From an optimization exercise on the open Yosys and OpenROAD flow, aimed at small area, a short achievable clock period and few clock cycles; shortcuts taken in it are not production practice. Power figures rest on the tool's default switching activity, not on a simulated workload.

==> wip/cedar <==
// rm_edf_tick_scheduler
module rm_edf_tick_scheduler (
  input  wire logic                          clk,
  input  wire logic                          rst_n,
  input  wire logic                          start,
  output logic                               busy,
  input  wire logic [1:0]                    in_operation,
  input  wire logic [rmedf_pkg::SLOT_W-1:0]  in_task_index,
  input  wire logic [rmedf_pkg::VAL_W-1:0]   in_period,
  input  wire logic [rmedf_pkg::VAL_W-1:0]   in_burst,
  input  wire logic [rmedf_pkg::VAL_W-1:0]   in_deadline,
  output logic                               out_valid,
  output logic                               out_kind,
  output logic [rmedf_pkg::ID_W-1:0]         out_task_id,
  output logic                               out_seg_valid,
  output logic [rmedf_pkg::ID_W-1:0]         out_seg_task,
  output logic [rmedf_pkg::OUT_W-1:0]        out_seg_start,
  output logic [rmedf_pkg::OUT_W-1:0]        out_seg_end,
  output logic [2:0]                         out_seg_tag,
  output logic                               out_trace_full,
  output logic [rmedf_pkg::OUT_W-1:0]        out_count_complete,
  output logic [rmedf_pkg::OUT_W-1:0]        out_count_lost,
  output logic [rmedf_pkg::OUT_W-1:0]        out_count_killed,
  output logic                               out_last,
  input  wire logic                          psel,
  input  wire logic                          penable,
  input  wire logic                          pwrite,
  input  wire logic [rmedf_pkg::ADDR_W-1:0]  paddr,
  input  wire logic [rmedf_pkg::DATA_W-1:0]  pwdata,
  output logic [rmedf_pkg::DATA_W-1:0]       prdata,
  output logic                               pready
);
Settings: LEC_CHECK=0, ABC_CLOCK_PERIOD_IN_PS=5000, CAP_MARGIN=20, CORE_MARGIN=2, CORE_UTILIZATION=40, SETUP_SLACK_MARGIN=5, SLEW_MARGIN=20; clock period 10.0 ns.
run.sh (not shown) runs the stock make flow with config.mk's settings and CLKGATE_MAP_FILE= SYNTH_SCRIPT=/design/flow/synth_recipe.tcl, a recipe that flattens the netlist after the stock synthesis.
==> inputs of wip/willow, as changes to wip/cedar <==
--- a/flow/design.v
+++ b/flow/design.v
@@ -16,56 +16,31 @@
   localparam logic [1:0] OP_TICK   = 2'd1;
   localparam logic [1:0] OP_FINISH = 2'd2;
   localparam logic [2:0] TAG_IDLE = 3'd0;
   localparam logic [2:0] TAG_FIN  = 3'd1;
   localparam logic [2:0] TAG_LOST = 3'd2;
   localparam logic [2:0] TAG_PRE  = 3'd3;
   localparam logic [2:0] TAG_CUT  = 3'd4;
   localparam logic [15:0] SLIMIT_RESET = 16'd4096;
-  function automatic logic le17(input logic [16:0] a, input logic [16:0] b);
+  function automatic logic le18(input logic [17:0] a, input logic [17:0] b);
     logic [31:0] lt, eq;
     lt = '0;
     eq = '1;
-    for (int k = 0; k < 17; k++) begin
+    for (int k = 0; k < 18; k++) begin
       lt[k] = ~a[k] & b[k];
       eq[k] = ~(a[k] ^ b[k]);
     end
     for (int w = 16; w >= 1; w = w / 2) begin
       for (int k = 0; k < w; k++) begin
         lt[k] = lt[2*k+1] | (eq[2*k+1] & lt[2*k]);
         eq[k] = eq[2*k+1] & eq[2*k];
       end
     end
-    le17 = lt[0] | eq[0];
-  endfunction
-  function automatic logic [16:0] add16(input logic [15:0] a, input logic [15:0] b);
-    logic [15:0] g, p, gg, pp;
-    logic [15:0] gn, pn;
-    logic [16:0] s;
-    g  = a & b;
-    p  = a ^ b;
-    gg = g;
-    pp = p;
-    for (int l = 0; l < 4; l++) begin
-      gn = gg;
-      pn = pp;
-      for (int k = 0; k < 16; k++) begin
-        if (((k >> l) & 1) == 1) begin
-          gn[k] = gg[k] | (pp[k] & gg[((k >> l) << l) - 1]);
-          pn[k] = pp[k] & pp[((k >> l) << l) - 1];
-        end
-      end
-      gg = gn;
-      pp = pn;
-    end
-    s[0] = p[0];
-    for (int k = 1; k < 16; k++) s[k] = p[k] ^ gg[k-1];
-    s[16] = gg[15];
-    add16 = s;
+    le18 = lt[0] | eq[0];
   endfunction
 endpackage
 `default_nettype wire
 `default_nettype none
 module rmedf_mod (
   input  wire logic        clk,
   input  wire logic        rst_n,
   input  wire logic        start,
@@ -107,97 +82,91 @@
   assign rem  = rem_r;
 endmodule
 `default_nettype wire
 `default_nettype none
 module rmedf_slot (
   input  wire logic        clk,
   input  wire logic        in_n,        
   input  wire logic        policy,      
-  input  wire logic [15:0] tick,
   input  wire logic        wrap,        
   input  wire logic        own,         
   input  wire logic [15:0] own_rem,     
-  input  wire logic [15:0] own_done,    
+  input  wire logic [15:0] done_bus,    
   input  wire logic        clr,         
   input  wire logic        act_clr,     
   input  wire logic        tick_en,
   input  wire logic        ld_en,
   input  wire logic [15:0] ld_per,
   input  wire logic [15:0] ld_bur,
   input  wire logic [15:0] ld_dl,
   input  wire logic        ph_wr,
   input  wire logic [15:0] ph_val,
   input  wire logic        fin_en,
   input  wire logic        kill_wr,
-  input  wire logic [15:0] kill_val,
-  output logic [16:0]      key,
+  input  wire logic [15:0] kill_bus,
+  output logic [17:0]      key,
   output logic             elig,
   output logic             fin,         
   output logic             lst,         
   output logic [15:0]      rem_q,
   output logic             kf,
   output logic [15:0]      done,
   output logic [15:0]      lost,
   output logic [15:0]      killed
 );
   logic [15:0] per, bur, dl;
   logic [15:0] phase, rem;
-  logic [16:0] absdl;
+  logic [17:0] rdl;
   logic        active;
   logic        pnz, rel, remz, dlhit, active1;
   logic [15:0] ph_inc, rem_e;
-  logic [16:0] absdl1;
+  logic [17:0] rdl1;
   assign pnz     = (per != '0);
   assign rel     = in_n && pnz && (phase == '0);
   assign ph_inc  = phase + 16'd1;
   assign remz    = own ? (rem == 16'd1) : (rem == 16'd0);
   assign rem_e   = own ? own_rem : rem;
   assign fin     = own && remz;
-  assign dlhit   = in_n && active && !remz && (absdl == {1'b0, tick});
+  assign dlhit   = in_n && active && !remz && (rdl == '0);
   assign lst     = !fin && dlhit;
   assign active1 = rel || (active && !fin && !dlhit);
-  assign absdl1  = rel ? rmedf_pkg::add16(tick, dl) : absdl;
-  assign key     = policy ? absdl1 : {1'b0, per};
+  assign rdl1    = rel ? {2'b00, dl} : rdl;
+  assign key     = policy ? {~rdl1[17], rdl1[16:0]} : {2'b10, per};
   assign elig    = in_n && active1 && (rel ? (bur != '0) : !remz);
   assign rem_q   = rem;
   always_ff @(posedge clk) begin
     if (ld_en) begin
       per <= ld_per;
       bur <= ld_bur;
       dl  <= ld_dl;
     end
   end
   always_ff @(posedge clk) begin
     if (ph_wr) phase <= ph_val;
     else if (tick_en && pnz) phase <= (wrap || (ph_inc == per)) ? 16'd0 : ph_inc;
   end
   always_ff @(posedge clk) begin
     if (tick_en) begin
-      rem   <= rel ? bur : rem_e;
-      absdl <= absdl1;
+      rem <= rel ? bur : rem_e;
+      rdl <= rdl1 + (wrap ? 18'h0FFFF : 18'h3FFFF);
     end
   end
   always_ff @(posedge clk) begin
     if (act_clr) active <= 1'b0;
     else if (tick_en) active <= active1;
   end
   always_ff @(posedge clk) begin
     if (fin_en) kf <= in_n && active && !remz;
   end
   always_ff @(posedge clk) begin
-    if (clr) begin
-      done   <= '0;
-      lost   <= '0;
-      killed <= '0;
-    end else begin
-      if (tick_en && fin) done <= own_done;
-      if (tick_en && lst) lost <= lost + 16'd1;
-      if (kill_wr) killed <= kill_val;
-    end
+    if (clr || (tick_en && fin)) done <= done_bus;
+    if (clr || kill_wr) killed <= kill_bus;
+    if (clr) lost <= '0;
+    else if (tick_en && lst) lost <= lost + 16'd1;
   end
 endmodule
 `default_nettype wire
 `default_nettype none
 module rm_edf_tick_scheduler (
   input  wire logic                          clk,
   input  wire logic                          rst_n,
   input  wire logic                          start,
@@ -291,60 +260,58 @@
     .clk      (clk),
     .rst_n    (rst_n),
     .start    (do_load && !tick0),
     .dividend (tick_r),
     .divisor  (in_period),
     .done     (mod_done),
     .rem      (mod_rem)
   );
-  logic [16:0] key  [8];
+  logic [17:0] key  [8];
   logic [7:0]  elig, fin, lst, kf, win, own, in_n;
   logic [15:0] rem_c  [8];
   logic [15:0] done_c [8];
   logic [15:0] lost_c [8];
   logic [15:0] kill_c [8];
-  logic [15:0] kill_val;
-  logic [15:0] own_rem, own_done;
+  logic [15:0] own_rem, done_bus, kill_bus;
   logic [2:0]  csel;
   logic [15:0] done_s;
   logic        ph_wr_any;
   logic [2:0]  ph_slot;
   logic        wrap;
   assign ph_wr_any = (do_load && tick0) || mod_done;
   assign ph_slot   = mod_done ? ldslot_r : in_task_index;
   assign wrap      = (tick_r == 16'hFFFF);
   assign own_rem  = rem_c[owner_r[2:0]] - 16'd1;
   assign csel     = tot_r ? ts_r : owner_r[2:0];
   assign done_s   = done_c[csel];
-  assign own_done = done_s + 16'd1;
+  assign done_bus = (do_load || !rst_n) ? 16'd0 : done_s + 16'd1;
   for (genvar i = 0; i < 8; i++) begin : g_slot
     assign in_n[i] = (4'(i) < n_eff);
     assign own[i]  = (owner_r == 4'(i));
     rmedf_slot u_slot (
       .clk      (clk),
       .in_n     (in_n[i]),
       .policy   (policy_r),
-      .tick     (tick_r),
       .wrap     (wrap),
       .own      (own[i]),
       .own_rem  (own_rem),
-      .own_done (own_done),
+      .done_bus (done_bus),
       .clr      (!rst_n || (do_load && (in_task_index == 3'(i)))),
       .act_clr  (!rst_n || do_fin),
       .tick_en  (do_tick),
       .ld_en    (do_load && (in_task_index == 3'(i))),
       .ld_per   (in_period),
       .ld_bur   (in_burst),
       .ld_dl    (in_deadline),
       .ph_wr    (do_fin || (ph_wr_any && (ph_slot == 3'(i)))),
       .ph_val   (mod_done ? mod_rem : 16'd0),
       .fin_en   (do_fin),
-      .kill_wr  (tot_r && (ts_r == 3'(i))),
-      .kill_val (kill_val),
+      .kill_wr  (fpend_r && (kw == 3'(i))),
+      .kill_bus (kill_bus),
       .key      (key[i]),
       .elig     (elig[i]),
       .fin      (fin[i]),
       .lst      (lst[i]),
       .rem_q    (rem_c[i]),
       .kf       (kf[i]),
       .done     (done_c[i]),
       .lost     (lost_c[i]),
@@ -353,17 +320,17 @@
   end
   logic [7:0] le [8];
   logic [3:0] best;
   logic       none_w;
   always_comb begin
     for (int i = 0; i < 8; i++) le[i] = '0;
     for (int i = 0; i < 8; i++)
       for (int j = i + 1; j < 8; j++)
-        le[i][j] = rmedf_pkg::le17(key[i], key[j]);
+        le[i][j] = rmedf_pkg::le18(key[i], key[j]);
     for (int i = 0; i < 8; i++) begin
       win[i] = elig[i];
       for (int j = 0; j < 8; j++) begin
         if (j < i) win[i] = win[i] && (!elig[j] || !le[j][i]);
         if (j > i) win[i] = win[i] && (!elig[j] || le[i][j]);
       end
     end
     none_w  = (elig == '0);
@@ -383,30 +350,24 @@
   assign s_ok     = chg && (tick_r > since_r) && seg_room;
   assign full_n   = s_ok ? ((segcnt_r + 16'd1) == slimit_r) : !seg_room;
   always_comb begin
     if (do_fin)        s_tag = (owner_r != NONE_ID) ? rmedf_pkg::TAG_CUT : rmedf_pkg::TAG_IDLE;
     else if (own_fin)  s_tag = rmedf_pkg::TAG_FIN;
     else if (own_lost) s_tag = rmedf_pkg::TAG_LOST;
     else               s_tag = (owner_r != NONE_ID) ? rmedf_pkg::TAG_PRE : rmedf_pkg::TAG_IDLE;
   end
-  logic [2:0]  tsn;
+  logic [2:0]  tsn, kw;
   logic [15:0] kill_s;
   logic        kf_s;
-  assign kill_s = kill_c[ts_r];
-  assign kf_s   = kf[ts_r];
-  always_comb begin
-    logic c;
-    c = kf_s;
-    for (int k = 0; k < 16; k++) begin
-      kill_val[k] = kill_s[k] ^ c;
-      c = c & kill_s[k];
-    end
-  end
-  assign tsn = ts_r + 3'd1;
+  assign kw       = tot_r ? tsn : 3'd0;
+  assign kill_s   = kill_c[kw];
+  assign kf_s     = kf[kw];
+  assign kill_bus = (do_load || !rst_n) ? 16'd0 : kill_s + {15'd0, kf_s};
+  assign tsn      = ts_r + 3'd1;
   always_ff @(posedge clk) begin
     if (!rst_n) begin
       tick_r   <= '0;
       owner_r  <= NONE_ID;
       since_r  <= '0;
       segcnt_r <= '0;
       ldm_r    <= 1'b0;
       fpend_r  <= 1'b0;
@@ -466,12 +427,12 @@
   assign out_seg_valid      = sv_r;
   assign out_seg_task       = stask_r;
   assign out_seg_start      = {16'd0, sstart_r};
   assign out_seg_end        = {16'd0, send_r};
   assign out_seg_tag        = stag_r;
   assign out_trace_full     = full_r;
   assign out_count_complete = tot_r ? {16'd0, done_s} : '0;
   assign out_count_lost     = tot_r ? {16'd0, lost_c[ts_r]} : '0;
-  assign out_count_killed   = tot_r ? {16'd0, kill_val} : '0;
+  assign out_count_killed   = tot_r ? {16'd0, kill_c[ts_r]} : '0;
   assign out_last           = last_r;
 endmodule
 `default_nettype wire
Settings changed: ABC_CLOCK_PERIOD_IN_PS 5000 to default.
==> run notes <==
Cell count: wip/cedar is higher than wip/willow (about 2%).
Against wip/willow, the first-iteration DRC count of wip/cedar is smaller by 6.5%.
Against wip/willow, the sequential power of wip/cedar is smaller by 5.2%.
Of wip/willow and wip/cedar, wip/willow has the higher total power (gap 1.5%, measured against wip/cedar).
In wip/cedar the via count is higher than in wip/willow, by 0.71%.
Sequential share of layout area: wip/cedar is lower than wip/willow (2.0 points).
Clock power: wip/cedar is higher than wip/willow (about 3%).
Against wip/willow, the setup slack of wip/cedar is lower by 1600 ps.
Between wip/cedar and wip/willow, the lower synthesized cell count is in wip/willow (gap about 5%, measured against wip/willow).
==> figures <==
Classification of the worst setup path: wip/cedar flop to output port; wip/willow flop to flop
Die area: wip/cedar 0.2044 mm2; wip/willow 0.2025 mm2
Row Count: wip/cedar 164; wip/willow 163
Proportion of power drawn by combinational gates: wip/cedar 9.8%; wip/willow 10.0%
Outcome: wip/cedar finished clean; wip/willow finished clean
Switching share of power: wip/cedar 25.43%; wip/willow 25.63%
Area of placed instances: wip/cedar 0.08591 mm2; wip/willow 0.08542 mm2
Sequential cell count: wip/cedar 1343; wip/willow 1351
Wire per inst: wip/cedar 29.06 um; wip/willow 28.09 um
Arrival time reported for the critical path endpoint: wip/cedar 5370 ps; wip/willow 6400 ps
Utilization of the core after routing: wip/cedar 48.36%; wip/willow 49.99%
Inst Count DP: wip/cedar 10680; wip/willow 10370
Synth Area in XOR/XNOR: wip/cedar 6.729%; wip/willow 6.451%
Power Clock: wip/cedar 5980 uW; wip/willow 5810 uW
Mean cell area of the mapped netlist: wip/cedar 9.991 um2; wip/willow 10.38 um2
Number of antenna violations at the first check in global routing: wip/cedar 23; wip/willow 21
Capturing element type of the critical path: wip/cedar output port; wip/willow flop
Met1 wire length: wip/cedar 130.9 mm; wip/willow 122.4 mm
Combined area of the multi-input logic cells: wip/cedar 0.04528 mm2; wip/willow 0.04317 mm2
Function was not checked in any run of this note: the RTL went through the layout flow alone.

static timing again, ports no longer ideal:
In the flow no input, the clock included, has a driving cell. The finished layouts below were timed again as built, in two steps.
Step 1 assumes that a clkbuf_16 drives the clock port and a buf_2 every other input.
Step 2 also shifts input and output timing later by t, the mid clock arrival at the registers, as if the neighbouring blocks saw the same clock.
a / b / c = ideal ports / drivers / drivers and shift; a / b = the first two.
run | t (ns) | setup WS [ns] | worst hold slack (ns) | slew at the worst register clock pin (ns)
wip/cedar | 0.910 | 2.634 / 2.543 / 2.782 | 0.453 / 0.453 / 0.453 | 0.08 / 0.08
wip/willow | 0.919 | 4.192 / 4.192 / 4.192 | 0.460 / 0.460 / 0.460 | 0.07 / 0.07
After both steps every run listed still meets setup and hold.
